Source: an optimization exercise on an open RTL-to-GDS flow (aim: a short achievable clock period and few clock cycles). Production flows keep margins and buffers that such runs may drop.
The RTL was checked by simulation tests, not by an equivalence proof against the original design.

==> run C <==
// dma_apb_top
module dma_apb_top (
  input  logic                   aclk,
  input  logic                   i_rst,
  input  logic                   i_desc_valid,
  output logic                   o_desc_ready,
  input  logic                   i_desc_to_periph,
  input  logic                   i_desc_sel,
  input  logic [6-1:0] i_desc_addr,
  input  logic [4-1:0] i_desc_len,
  input  logic [4-1:0]  i_desc_id,
  output logic                   o_resp_valid,
  input  logic                   i_resp_ready,
  output logic [4-1:0]  o_resp_id,
  input  logic                   i_mem_we,
  input  logic [6-1:0] i_mem_addr,
  input  logic [32-1:0] i_mem_wdata,
  input  logic [8-1:0]   i_switch,
  output logic [16-1:0] o_leds
);
clock: 5.0 ns
lec_check: 0
abc_clock_period_in_ps: 2500
cap_margin: 20
core_margin: 2
core_utilization: 35
slew_margin: 20
run.sh (not shown) runs the stock make flow with config.mk's settings and CLKGATE_MAP_FILE= SYNTH_SCRIPT=/design/flow/synth_recipe.tcl, a recipe that flattens the netlist after the stock synthesis.
==> inputs of run Y, as changes to run C <==
--- a/flow/design.v
+++ b/flow/design.v
@@ -23,22 +23,24 @@
   localparam int QW    = $clog2(QD);
   localparam int AW    = 6;
   localparam int WORDS = 2**AW;
   localparam int HW    = 16;
   localparam int DW    = 32;
   logic [8-1:0] sw_r;
   logic [WORDS-1:0]     hw_sel;      
   logic [DW-1:0]        hw_data;
-  logic                 hw_recent;   
+  logic                 hw_we;       
+  logic                 hw_intra;    
   always_ff @(posedge aclk) begin
-    sw_r    <= i_switch;
-    hw_data <= i_mem_wdata;
+    sw_r     <= i_switch;
+    hw_data  <= i_mem_wdata;
+    hw_intra <= i_mem_wdata[HW-1:0] != i_mem_wdata[DW-1:HW];
+    hw_we    <= !i_rst && i_mem_we;
     for (int i = 0; i < WORDS; i++) hw_sel[i] <= !i_rst && i_mem_we && (i_mem_addr == AW'(i));
-    hw_recent <= |hw_sel;
   end
   logic [21:0] ent [CAP];   
   logic [21:0] in_ent;
   logic [PW:0] acc_ptr;
   logic [PW:0] f_ptr;
   logic [PW:0] rp;
   logic        ready_r;
   logic        push;
@@ -108,93 +110,87 @@
   logic [WORDS-1:0] wr_next;    
   logic [WORDS-1:0] intra_r;    
   logic [WORDS-1:0] link_r;     
   logic [WORDS-1:0] frozen;     
   logic [WORDS-1:0] dirty;      
   logic             d_wr;
   logic [WORDS-1:0] lo_ne_val;   
   logic [WORDS-1:0] hi_ne_val;   
+  logic [HW-1:0]    new_lo, new_hi;
+  logic [WORDS-1:0] wmask_any;   
   logic [WORDS-1:0] f_wmask;    
   logic [WORDS-1:0] lk_in;      
   logic [WORDS-1:0] lk_lo;      
   logic [WORDS-1:0] lk_hi;      
   logic [HW-1:0]    f_val;      
+  assign new_lo    = hw_we ? hw_data[HW-1:0]  : f_val;
+  assign new_hi    = hw_we ? hw_data[DW-1:HW] : f_val;
+  assign wmask_any = hw_we ? hw_sel : (d_wr ? f_wmask : '0);
   always_comb begin
     for (int i = 0; i < WORDS; i++) begin
-      lo_ne_val[i] = mem[i][HW-1:0] != f_val;
-      hi_ne_val[i] = mem[i][DW-1:HW] != f_val;
-      lk_in[i] = f_wmask[i] && f_wmask[(i+1)%WORDS];
-      lk_lo[i] = !f_wmask[i] && f_wmask[(i+1)%WORDS];
-      lk_hi[i] = f_wmask[i] && !f_wmask[(i+1)%WORDS];
+      lo_ne_val[i] = mem[i][HW-1:0] != new_hi;
+      hi_ne_val[i] = mem[i][DW-1:HW] != new_lo;
+      lk_in[i] = wmask_any[i] && wmask_any[(i+1)%WORDS];
+      lk_lo[i] = !wmask_any[i] && wmask_any[(i+1)%WORDS];
+      lk_hi[i] = wmask_any[i] && !wmask_any[(i+1)%WORDS];
     end
   end
   always_comb begin
     for (int i = 0; i < WORDS; i++) begin
       wr_next[i] = 1'b1;
       if (hw_sel[i])               mem_next[i] = hw_data;
       else if (d_wr && f_wmask[i]) mem_next[i] = {f_val, f_val};
       else begin
         mem_next[i] = mem[i];
         wr_next[i]  = 1'b0;
       end
     end
   end
   logic [WORDS-1:0] intra_nx, link_nx, dirty_nx;
   always_comb begin
     for (int i = 0; i < WORDS; i++) begin
-      intra_nx[i] = intra_r[i];
-      link_nx[i]  = link_r[i];
-      if (hw_recent) begin
-        intra_nx[i] = mem[i][HW-1:0] != mem[i][DW-1:HW];
-        link_nx[i]  = mem[i][DW-1:HW] != mem[(i+1)%WORDS][HW-1:0];
-      end else if (d_wr) begin
-        if (f_wmask[i]) intra_nx[i] = 1'b0;
-        if (lk_in[i])      link_nx[i] = 1'b0;
-        else if (lk_lo[i]) link_nx[i] = hi_ne_val[i];
-        else if (lk_hi[i]) link_nx[i] = lo_ne_val[(i+1)%WORDS];
-      end
+      intra_nx[i] = wmask_any[i] ? (hw_we && hw_intra) : intra_r[i];
+      if (lk_in[i])      link_nx[i] = 1'b0;
+      else if (lk_lo[i]) link_nx[i] = hi_ne_val[i];
+      else if (lk_hi[i]) link_nx[i] = lo_ne_val[(i+1)%WORDS];
+      else               link_nx[i] = link_r[i];
     end
     dirty_nx = i_rst ? '0 : (frozen & (dirty | wr_next));
   end
   always_ff @(posedge aclk) begin
     for (int i = 0; i < WORDS; i++) begin
       mem[i] <= mem_next[i];
       if (!frozen[i]) emem[i] <= mem_next[i];
     end
     intra_r <= intra_nx;
     link_r  <= link_nx;
     dirty   <= dirty_nx;
   end
   logic          f_v;
   logic          f_tp, f_sel;
   logic [AW-1:0] f_a;
-  logic [WORDS-1:0] f_aoh;      
   logic [3:0]    f_lm1;         
   logic          f_first;       
-  logic          f_ne;          
   logic          f_dhit;        
   logic          n_first;
-  logic          n_ne;
-  logic [WORDS-1:0] n_lk_in;
   logic [HW-1:0] f_hi;          
   logic [PW:0]   f_tag;
   logic          d_take;
   logic          is_led;
   logic [HW-1:0] led_arch;      
   logic [HW-1:0] led_arch_nx;
   logic [WORDS-1:0] n_wmask;
   assign f_load = h_v && (!f_v || d_take);
   always_comb begin
     for (int i = 0; i < WORDS; i++) begin
       logic [AW-1:0] off;
       off = AW'(i) - h_a;
       n_wmask[i] = (off[5:4] == 2'b00) && (off[3:0] <= h_lm1);
     end
-    for (int i = 0; i < WORDS; i++) n_lk_in[i] = n_wmask[i] && n_wmask[(i+1)%WORDS];
   end
   logic [HW-1:0] rd_lo, rd_hi;
   logic          lo_ne_hi, lo_ne_arch;
   always_comb begin
     logic w_lo, w_hi;
     rd_lo = '0; rd_hi = '0;
     w_lo = 1'b0; w_hi = 1'b0;
     for (int i = 0; i < WORDS; i++) begin
@@ -204,34 +200,31 @@
       w_hi  = w_hi  | (h_lastoh[i] & f_wmask[i]);
     end
     if (d_wr && w_lo) rd_lo = f_val;
     if (d_wr && w_hi) rd_hi = f_val;
   end
   assign lo_ne_hi   = (rd_lo != f_hi);
   assign lo_ne_arch = (rd_lo != led_arch);
   assign n_first = (d_take && is_led) ? lo_ne_hi : lo_ne_arch;
-  assign n_ne    = n_first || (|(intra_nx & n_wmask)) || (|(link_nx & n_lk_in));
   always_ff @(posedge aclk) begin
     f_dhit <= f_load ? (|(n_wmask & dirty_nx)) : (|(f_wmask & dirty_nx));
   end
   always_ff @(posedge aclk) begin
     if (i_rst)       f_v <= 1'b0;
     else if (f_load) f_v <= 1'b1;
     else if (d_take) f_v <= 1'b0;
     if (f_load) begin
       f_tp      <= h_tp;
       f_sel     <= h_sel;
       f_a       <= h_a;
       f_tag     <= h_tag;
       f_wmask   <= n_wmask;
       f_lm1     <= h_lm1;
-      f_aoh     <= h_aoh;
       f_first   <= n_first;
-      f_ne      <= n_ne;
       f_hi      <= rd_hi;
       f_val     <= h_sel ? {{(HW-8){1'b0}}, sw_r} : led_arch_nx;
     end
   end
   logic [PW:0]   d_ptr;       
   logic          is_wr;
   logic [15:0]   intra_rot, link_rot;
   logic [31:0]   chg;         
@@ -241,35 +234,33 @@
   logic          win_ne;
   logic          q_full, q_ne;
   logic          d_stall;
   logic          q_push;
   assign is_led    = f_tp && !f_sel;
   assign is_wr     = !f_tp;
   assign first_chg = f_first;
   always_comb for (int j = 0; j < 32; j++) f_lmask[j] = (4'(j / 2) <= f_lm1);
+  assign intra_rot = 16'({intra_r, intra_r} >> f_a);
+  assign link_rot  = 16'({link_r, link_r} >> (f_a - 1'b1));
   always_comb begin
-    for (int w = 0; w < 16; w++) begin
-      intra_rot[w] = 1'b0;
-      link_rot[w]  = 1'b0;
-      for (int k = 0; k < WORDS; k++) begin
-        intra_rot[w] = intra_rot[w] | (f_aoh[k] & intra_r[(k+w)%WORDS]);
-        link_rot[w]  = link_rot[w]  | (f_aoh[k] & link_r[(k+w+WORDS-1)%WORDS]);
-      end
-    end
     chg[0] = first_chg;
     chg[1] = intra_rot[0];
     for (int w = 1; w < 16; w++) begin
       chg[2*w]   = link_rot[w];
       chg[2*w+1] = intra_rot[w];
     end
   end
   assign win    = chg & f_lmask;
-  assign win_ne = f_ne;
-  assign d_stall = is_led && (q_full || (win_ne && f_dhit));
+  always_comb begin
+    logic [WORDS-1:0] f_lk_in;
+    for (int i = 0; i < WORDS; i++) f_lk_in[i] = f_wmask[i] && f_wmask[(i+1)%WORDS];
+    win_ne = first_chg || (|(intra_r & f_wmask)) || (|(link_r & f_lk_in));
+  end
+  assign d_stall = is_led && (q_full || f_dhit);
   assign d_take  = f_v && !d_stall;
   assign d_wr    = f_v && is_wr;
   assign q_push  = d_take && is_led && win_ne;
   assign led_arch_nx = (d_take && is_led) ? f_hi : led_arch;
   always_ff @(posedge aclk) begin
     if (i_rst) begin
       led_arch <= '0;
       d_ptr    <= '0;
==> flow/flow/run.sh (new file) <==
#!/bin/bash
# The standard layout, with real buffers (not delay cells) on the ports.
set -euo pipefail
bash standard.sh "BUFFER_PORTS_ARGS=-buffer_cell sky130_fd_sc_hd__buf_8" finish > standard_flow.log 2>&1
==> flow/standard.sh (new file) <==
#!/bin/bash
# synth_recipe.tcl (not shown) runs the flow's synth.tcl, then flattens the netlist and writes it again
# the make line also repeats each setting of config.mk as NAME=value (left out here)
make -C /OpenROAD-flow-scripts/flow DESIGN_CONFIG=/design/flow/config.mk WORK_HOME=/design/flow/orfs CLKGATE_MAP_FILE= SYNTH_SCRIPT=/design/flow/synth_recipe.tcl "${@:-finish}"
Settings changed: ABC_CLOCK_PERIOD_IN_PS 2500 to 2000, CORE_UTILIZATION 35 to 45, SETUP_SLACK_MARGIN set to 2.3, TNS_END_PERCENT set to 100.
removed: flow/run.sh
==> inputs of run H, as changes to run C <==
--- a/flow/design.v
+++ b/flow/design.v
@@ -23,22 +23,20 @@
   localparam int QW    = $clog2(QD);
   localparam int AW    = 6;
   localparam int WORDS = 2**AW;
   localparam int HW    = 16;
   localparam int DW    = 32;
   logic [8-1:0] sw_r;
   logic [WORDS-1:0]     hw_sel;      
   logic [DW-1:0]        hw_data;
-  logic                 hw_recent;   
   always_ff @(posedge aclk) begin
-    sw_r    <= i_switch;
-    hw_data <= i_mem_wdata;
+    sw_r     <= i_switch;
+    hw_data  <= i_mem_wdata;
     for (int i = 0; i < WORDS; i++) hw_sel[i] <= !i_rst && i_mem_we && (i_mem_addr == AW'(i));
-    hw_recent <= |hw_sel;
   end
   logic [21:0] ent [CAP];   
   logic [21:0] in_ent;
   logic [PW:0] acc_ptr;
   logic [PW:0] f_ptr;
   logic [PW:0] rp;
   logic        ready_r;
   logic        push;
@@ -60,30 +58,42 @@
     end
   end
   assign o_desc_ready = ready_r;
   logic          h_v;
   logic [21:0]   h_src;
   logic          h_tp, h_sel;
   logic [AW-1:0] h_a;
   logic [WORDS-1:0] h_aoh, h_lastoh;   
-  logic [WORDS-1:0] src_aoh, src_lastoh;
+  logic [WORDS-1:0] src_aoh, src_lastoh, src_wmask;
+  logic [WORDS-1:0] h_wmask;
   logic [3:0]    h_lm1;
   logic [PW:0]   h_tag;
   logic          h_load;
   logic          f_load;
   logic [3:0]    src_lm1;
+  logic [21:0]   p_ent, p_stay, p_next;
+  logic [PW:0]   f_ptr1;
+  assign f_ptr1 = f_ptr + 1'b1;
+  assign p_stay = (push && acc_ptr == f_ptr)  ? in_ent : ent[f_ptr[PW-1:0]];
+  assign p_next = (push && acc_ptr == f_ptr1) ? in_ent : ent[f_ptr1[PW-1:0]];
+  always_ff @(posedge aclk) p_ent <= h_load ? p_next : p_stay;
   assign h_load  = (!h_v || f_load) && ((f_ptr != acc_ptr) || push);
-  assign h_src   = (f_ptr == acc_ptr) ? in_ent : ent[f_ptr[PW-1:0]];
+  assign h_src   = (f_ptr == acc_ptr) ? in_ent : p_ent;
   assign src_lm1  = h_src[7:4] - 4'd1;
   always_comb begin
     for (int i = 0; i < WORDS; i++) begin
       src_aoh[i]    = (h_src[19:14] == AW'(i));
       src_lastoh[i] = (h_src[13:8] == AW'(i));
     end
+    for (int i = 0; i < WORDS; i++) begin
+      logic [AW-1:0] off;
+      off = AW'(i) - h_src[19:14];
+      src_wmask[i] = (off[5:4] == 2'b00) && (off[3:0] <= src_lm1);
+    end
   end
   always_ff @(posedge aclk) begin
     if (i_rst) begin
       h_v   <= 1'b0;
       f_ptr <= '0;
     end else if (h_load) begin
       h_v   <= 1'b1;
       f_ptr <= f_ptr + 1'b1;
@@ -93,145 +103,101 @@
     if (h_load) begin
       h_tp   <= h_src[21];
       h_sel  <= h_src[20];
       h_a    <= h_src[19:14];
       h_lm1  <= src_lm1;
       for (int i = 0; i < WORDS; i++) begin
         h_aoh[i]    <= src_aoh[i];
         h_lastoh[i] <= src_lastoh[i];
+        h_wmask[i]  <= src_wmask[i];
       end
       h_tag  <= f_ptr;
     end
   end
   logic [DW-1:0]    mem      [WORDS];    
   logic [DW-1:0]    mem_next [WORDS];
   logic [DW-1:0]    emem     [WORDS];    
   logic [WORDS-1:0] wr_next;    
   logic [WORDS-1:0] intra_r;    
   logic [WORDS-1:0] link_r;     
   logic [WORDS-1:0] frozen;     
   logic [WORDS-1:0] dirty;      
   logic             d_wr;
-  logic [WORDS-1:0] lo_ne_val;   
-  logic [WORDS-1:0] hi_ne_val;   
   logic [WORDS-1:0] f_wmask;    
-  logic [WORDS-1:0] lk_in;      
-  logic [WORDS-1:0] lk_lo;      
-  logic [WORDS-1:0] lk_hi;      
   logic [HW-1:0]    f_val;      
+  logic          hw_any;
+  logic [DW-1:0] wbus;
+  assign hw_any = |hw_sel;
+  assign wbus   = hw_any ? hw_data : {f_val, f_val};
   always_comb begin
     for (int i = 0; i < WORDS; i++) begin
-      lo_ne_val[i] = mem[i][HW-1:0] != f_val;
-      hi_ne_val[i] = mem[i][DW-1:HW] != f_val;
-      lk_in[i] = f_wmask[i] && f_wmask[(i+1)%WORDS];
-      lk_lo[i] = !f_wmask[i] && f_wmask[(i+1)%WORDS];
-      lk_hi[i] = f_wmask[i] && !f_wmask[(i+1)%WORDS];
-    end
-  end
-  always_comb begin
-    for (int i = 0; i < WORDS; i++) begin
-      wr_next[i] = 1'b1;
-      if (hw_sel[i])               mem_next[i] = hw_data;
-      else if (d_wr && f_wmask[i]) mem_next[i] = {f_val, f_val};
-      else begin
-        mem_next[i] = mem[i];
-        wr_next[i]  = 1'b0;
-      end
-    end
-  end
-  logic [WORDS-1:0] intra_nx, link_nx, dirty_nx;
-  always_comb begin
-    for (int i = 0; i < WORDS; i++) begin
-      intra_nx[i] = intra_r[i];
-      link_nx[i]  = link_r[i];
-      if (hw_recent) begin
-        intra_nx[i] = mem[i][HW-1:0] != mem[i][DW-1:HW];
-        link_nx[i]  = mem[i][DW-1:HW] != mem[(i+1)%WORDS][HW-1:0];
-      end else if (d_wr) begin
-        if (f_wmask[i]) intra_nx[i] = 1'b0;
-        if (lk_in[i])      link_nx[i] = 1'b0;
-        else if (lk_lo[i]) link_nx[i] = hi_ne_val[i];
-        else if (lk_hi[i]) link_nx[i] = lo_ne_val[(i+1)%WORDS];
-      end
+      wr_next[i]  = hw_any ? hw_sel[i] : (d_wr && f_wmask[i]);
+      mem_next[i] = wr_next[i] ? wbus : mem[i];
     end
-    dirty_nx = i_rst ? '0 : (frozen & (dirty | wr_next));
   end
+  logic [WORDS-1:0] dirty_nx;
+  always_comb dirty_nx = i_rst ? '0 : (frozen & (dirty | wr_next));
   always_ff @(posedge aclk) begin
     for (int i = 0; i < WORDS; i++) begin
       mem[i] <= mem_next[i];
       if (!frozen[i]) emem[i] <= mem_next[i];
     end
-    intra_r <= intra_nx;
-    link_r  <= link_nx;
+    for (int i = 0; i < WORDS; i++) begin
+      intra_r[i] <= mem[i][HW-1:0] != mem[i][DW-1:HW];
+      link_r[i]  <= mem[i][DW-1:HW] != mem[(i+1)%WORDS][HW-1:0];
+    end
     dirty   <= dirty_nx;
   end
   logic          f_v;
   logic          f_tp, f_sel;
   logic [AW-1:0] f_a;
-  logic [WORDS-1:0] f_aoh;      
   logic [3:0]    f_lm1;         
-  logic          f_first;       
-  logic          f_ne;          
+  logic [HW-1:0] f_lo;          
   logic          f_dhit;        
-  logic          n_first;
-  logic          n_ne;
-  logic [WORDS-1:0] n_lk_in;
+  logic          f_stale;       
   logic [HW-1:0] f_hi;          
   logic [PW:0]   f_tag;
   logic          d_take;
   logic          is_led;
   logic [HW-1:0] led_arch;      
   logic [HW-1:0] led_arch_nx;
   logic [WORDS-1:0] n_wmask;
   assign f_load = h_v && (!f_v || d_take);
-  always_comb begin
-    for (int i = 0; i < WORDS; i++) begin
-      logic [AW-1:0] off;
-      off = AW'(i) - h_a;
-      n_wmask[i] = (off[5:4] == 2'b00) && (off[3:0] <= h_lm1);
-    end
-    for (int i = 0; i < WORDS; i++) n_lk_in[i] = n_wmask[i] && n_wmask[(i+1)%WORDS];
-  end
+  assign n_wmask = h_wmask;
   logic [HW-1:0] rd_lo, rd_hi;
-  logic          lo_ne_hi, lo_ne_arch;
   always_comb begin
     logic w_lo, w_hi;
     rd_lo = '0; rd_hi = '0;
     w_lo = 1'b0; w_hi = 1'b0;
     for (int i = 0; i < WORDS; i++) begin
       rd_lo = rd_lo | ({HW{h_aoh[i]}}    & mem[i][HW-1:0]);
       rd_hi = rd_hi | ({HW{h_lastoh[i]}} & mem[i][DW-1:HW]);
       w_lo  = w_lo  | (h_aoh[i]    & f_wmask[i]);
       w_hi  = w_hi  | (h_lastoh[i] & f_wmask[i]);
     end
     if (d_wr && w_lo) rd_lo = f_val;
     if (d_wr && w_hi) rd_hi = f_val;
   end
-  assign lo_ne_hi   = (rd_lo != f_hi);
-  assign lo_ne_arch = (rd_lo != led_arch);
-  assign n_first = (d_take && is_led) ? lo_ne_hi : lo_ne_arch;
-  assign n_ne    = n_first || (|(intra_nx & n_wmask)) || (|(link_nx & n_lk_in));
   always_ff @(posedge aclk) begin
-    f_dhit <= f_load ? (|(n_wmask & dirty_nx)) : (|(f_wmask & dirty_nx));
+    f_dhit  <= f_load ? (|(n_wmask & dirty_nx)) : (|(f_wmask & dirty_nx));
+    f_stale <= f_load && d_wr && (|(n_wmask & f_wmask));
   end
   always_ff @(posedge aclk) begin
     if (i_rst)       f_v <= 1'b0;
     else if (f_load) f_v <= 1'b1;
     else if (d_take) f_v <= 1'b0;
     if (f_load) begin
       f_tp      <= h_tp;
       f_sel     <= h_sel;
       f_a       <= h_a;
       f_tag     <= h_tag;
       f_wmask   <= n_wmask;
       f_lm1     <= h_lm1;
-      f_aoh     <= h_aoh;
-      f_first   <= n_first;
-      f_ne      <= n_ne;
+      f_lo      <= rd_lo;
       f_hi      <= rd_hi;
       f_val     <= h_sel ? {{(HW-8){1'b0}}, sw_r} : led_arch_nx;
     end
   end
   logic [PW:0]   d_ptr;       
   logic          is_wr;
   logic [15:0]   intra_rot, link_rot;
   logic [31:0]   chg;         
@@ -239,37 +205,35 @@
   logic [31:0]   f_lmask;     
   logic          first_chg;
   logic          win_ne;
   logic          q_full, q_ne;
   logic          d_stall;
   logic          q_push;
   assign is_led    = f_tp && !f_sel;
   assign is_wr     = !f_tp;
-  assign first_chg = f_first;
+  assign first_chg = (f_lo != led_arch);
   always_comb for (int j = 0; j < 32; j++) f_lmask[j] = (4'(j / 2) <= f_lm1);
+  assign intra_rot = 16'({intra_r, intra_r} >> f_a);
+  assign link_rot  = 16'({link_r, link_r} >> (f_a - 1'b1));
   always_comb begin
-    for (int w = 0; w < 16; w++) begin
-      intra_rot[w] = 1'b0;
-      link_rot[w]  = 1'b0;
-      for (int k = 0; k < WORDS; k++) begin
-        intra_rot[w] = intra_rot[w] | (f_aoh[k] & intra_r[(k+w)%WORDS]);
-        link_rot[w]  = link_rot[w]  | (f_aoh[k] & link_r[(k+w+WORDS-1)%WORDS]);
-      end
-    end
     chg[0] = first_chg;
     chg[1] = intra_rot[0];
     for (int w = 1; w < 16; w++) begin
       chg[2*w]   = link_rot[w];
       chg[2*w+1] = intra_rot[w];
     end
   end
   assign win    = chg & f_lmask;
-  assign win_ne = f_ne;
-  assign d_stall = is_led && (q_full || (win_ne && f_dhit));
+  always_comb begin
+    logic [WORDS-1:0] f_lk_in;
+    for (int i = 0; i < WORDS; i++) f_lk_in[i] = f_wmask[i] && f_wmask[(i+1)%WORDS];
+    win_ne = first_chg || (|(intra_r & f_wmask)) || (|(link_r & f_lk_in));
+  end
+  assign d_stall = is_led && (q_full || f_dhit || f_stale);
   assign d_take  = f_v && !d_stall;
   assign d_wr    = f_v && is_wr;
   assign q_push  = d_take && is_led && win_ne;
   assign led_arch_nx = (d_take && is_led) ? f_hi : led_arch;
   always_ff @(posedge aclk) begin
     if (i_rst) begin
       led_arch <= '0;
       d_ptr    <= '0;
@@ -348,40 +312,53 @@
   end
   always_comb begin
     frozen = '0;
     for (int k = 0; k < QD; k++) if (q_vld[k]) frozen = frozen | q_mask[k];
   end
   logic          w_v;
   logic [AW-1:0] w_word;
   logic          w_half;
+  logic [PW:0]   w_tag;
   always_ff @(posedge aclk) begin
     if (i_rst) w_v <= 1'b0;
     else       w_v <= q_ne;
     w_word <= q_a[q_rp] + {1'b0, idx[4:1]};
     w_half <= idx[0];
+    w_tag  <= q_tag[q_rp];
   end
   logic [HW-1:0] led_r;
-  logic [HW-1:0] w_data;
+  logic [HW-1:0] w_part [8];
+  logic [HW-1:0] x_part [8];
+  logic [2:0]    x_grp;
+  logic          x_v;
   always_comb begin
-    w_data = '0;
-    for (int i = 0; i < WORDS; i++) begin
-      if (w_word == AW'(i)) w_data = w_data | (w_half ? emem[i][DW-1:HW] : emem[i][HW-1:0]);
+    for (int g = 0; g < 8; g++) begin
+      w_part[g] = '0;
+      for (int k = 0; k < 8; k++) begin
+        if (w_word[2:0] == 3'(k))
+          w_part[g] = w_part[g] | (w_half ? emem[8*g+k][DW-1:HW] : emem[8*g+k][HW-1:0]);
+      end
     end
   end
   always_ff @(posedge aclk) begin
+    if (i_rst) x_v <= 1'b0;
+    else       x_v <= w_v;
+    for (int g = 0; g < 8; g++) x_part[g] <= w_part[g];
+    x_grp  <= w_word[5:3];
     if (i_rst)    led_r <= '0;
-    else if (w_v) led_r <= w_data;
+    else if (x_v) led_r <= x_part[x_grp];
   end
   assign o_leds = led_r;
   logic [PW:0] done_ptr;
   logic        resp_v;
   logic [3:0]  resp_id;
   logic        r_load;
-  assign done_ptr = q_ne ? q_tag[q_rp] : d_ptr;
+  assign done_ptr = w_v  ? w_tag :
+                    q_ne ? q_tag[q_rp] : d_ptr;
   assign r_load   = (rp != done_ptr) && (!resp_v || i_resp_ready);
   always_ff @(posedge aclk) begin
     if (i_rst) begin
       rp     <= '0;
       resp_v <= 1'b0;
     end else begin
       if (r_load) begin
         resp_v <= 1'b1;
==> flow/flow/run.sh (new file) <==
#!/bin/bash
# The standard layout, with real buffers (not delay cells) on the ports.
set -euo pipefail
bash standard.sh "BUFFER_PORTS_ARGS=-buffer_cell sky130_fd_sc_hd__buf_8" finish > standard_flow.log 2>&1
==> flow/standard.sh (new file) <==
#!/bin/bash
# synth_recipe.tcl (not shown) runs the flow's synth.tcl, then flattens the netlist and writes it again
# the make line also repeats each setting of config.mk as NAME=value (left out here)
make -C /OpenROAD-flow-scripts/flow DESIGN_CONFIG=/design/flow/config.mk WORK_HOME=/design/flow/orfs CLKGATE_MAP_FILE= SYNTH_SCRIPT=/design/flow/synth_recipe.tcl "${@:-finish}"
Settings changed: ABC_CLOCK_PERIOD_IN_PS 2500 to 2000, CORE_UTILIZATION 35 to 42, SETUP_SLACK_MARGIN set to 2.3, TNS_END_PERCENT set to 100.
removed: flow/run.sh
==> results.txt <==
- Run Y stopped in 5_1_grt with GRT-0116. Run H died in 5_1_grt with GRT-0116. Run C never finished: it broke off in 5_1_grt.
- Between run C and run Y, the lower synthesized cell count is in run Y (gap 24%, measured against run Y).
- Area after synthesis: run C > run Y > run H.
==> figures <==
quantity	run C	run Y	run H
Result of the run	did not finish	did not finish	did not finish
Stage where the flow stopped	5_1_grt	5_1_grt	5_1_grt
Starting Density	35.1%	45.1%	42.1%
Post-CTS Setup Bufs	9	432	238
Num rows	336	278	280
Parity-gate share of the synthesized area counting xor and xnor cells	12.5%	7.40%	7.80%
Die span in y	919 um	762 um	767 um
Post-cts gate resize count	11	734	419
Unique cell type count in the Yosys netlist	82	88	97
Final weighted congestion in routability-driven placement	1.69	1.70	1.32
Synthesized-area fraction occupied by ao, oa, aoi and oai cells	16.5%	15.3%	12.2%
Proportion of netlist area held by the largest area contributor	32.3%	36.7%	38.9%
Post-synthesis register bit count	5580	5516	5749
Library cell with the highest instance count after synthesis	sky130_fd_sc_hd__clkbuf_1	sky130_fd_sc_hd__edfxtp_1	sky130_fd_sc_hd__edfxtp_1
Portion of the post-synthesis area used by sequential elements	48.9%	54.9%	60.1%
Die boundary width	919 um	762 um	767 um
Testbench counts of run C, summed over its fixed seeds: cycles 1,776.
Testbench counts of run Y, summed over its fixed seeds: cycles 1,801.
Testbench counts of run H, summed over its fixed seeds: cycles 1,822.
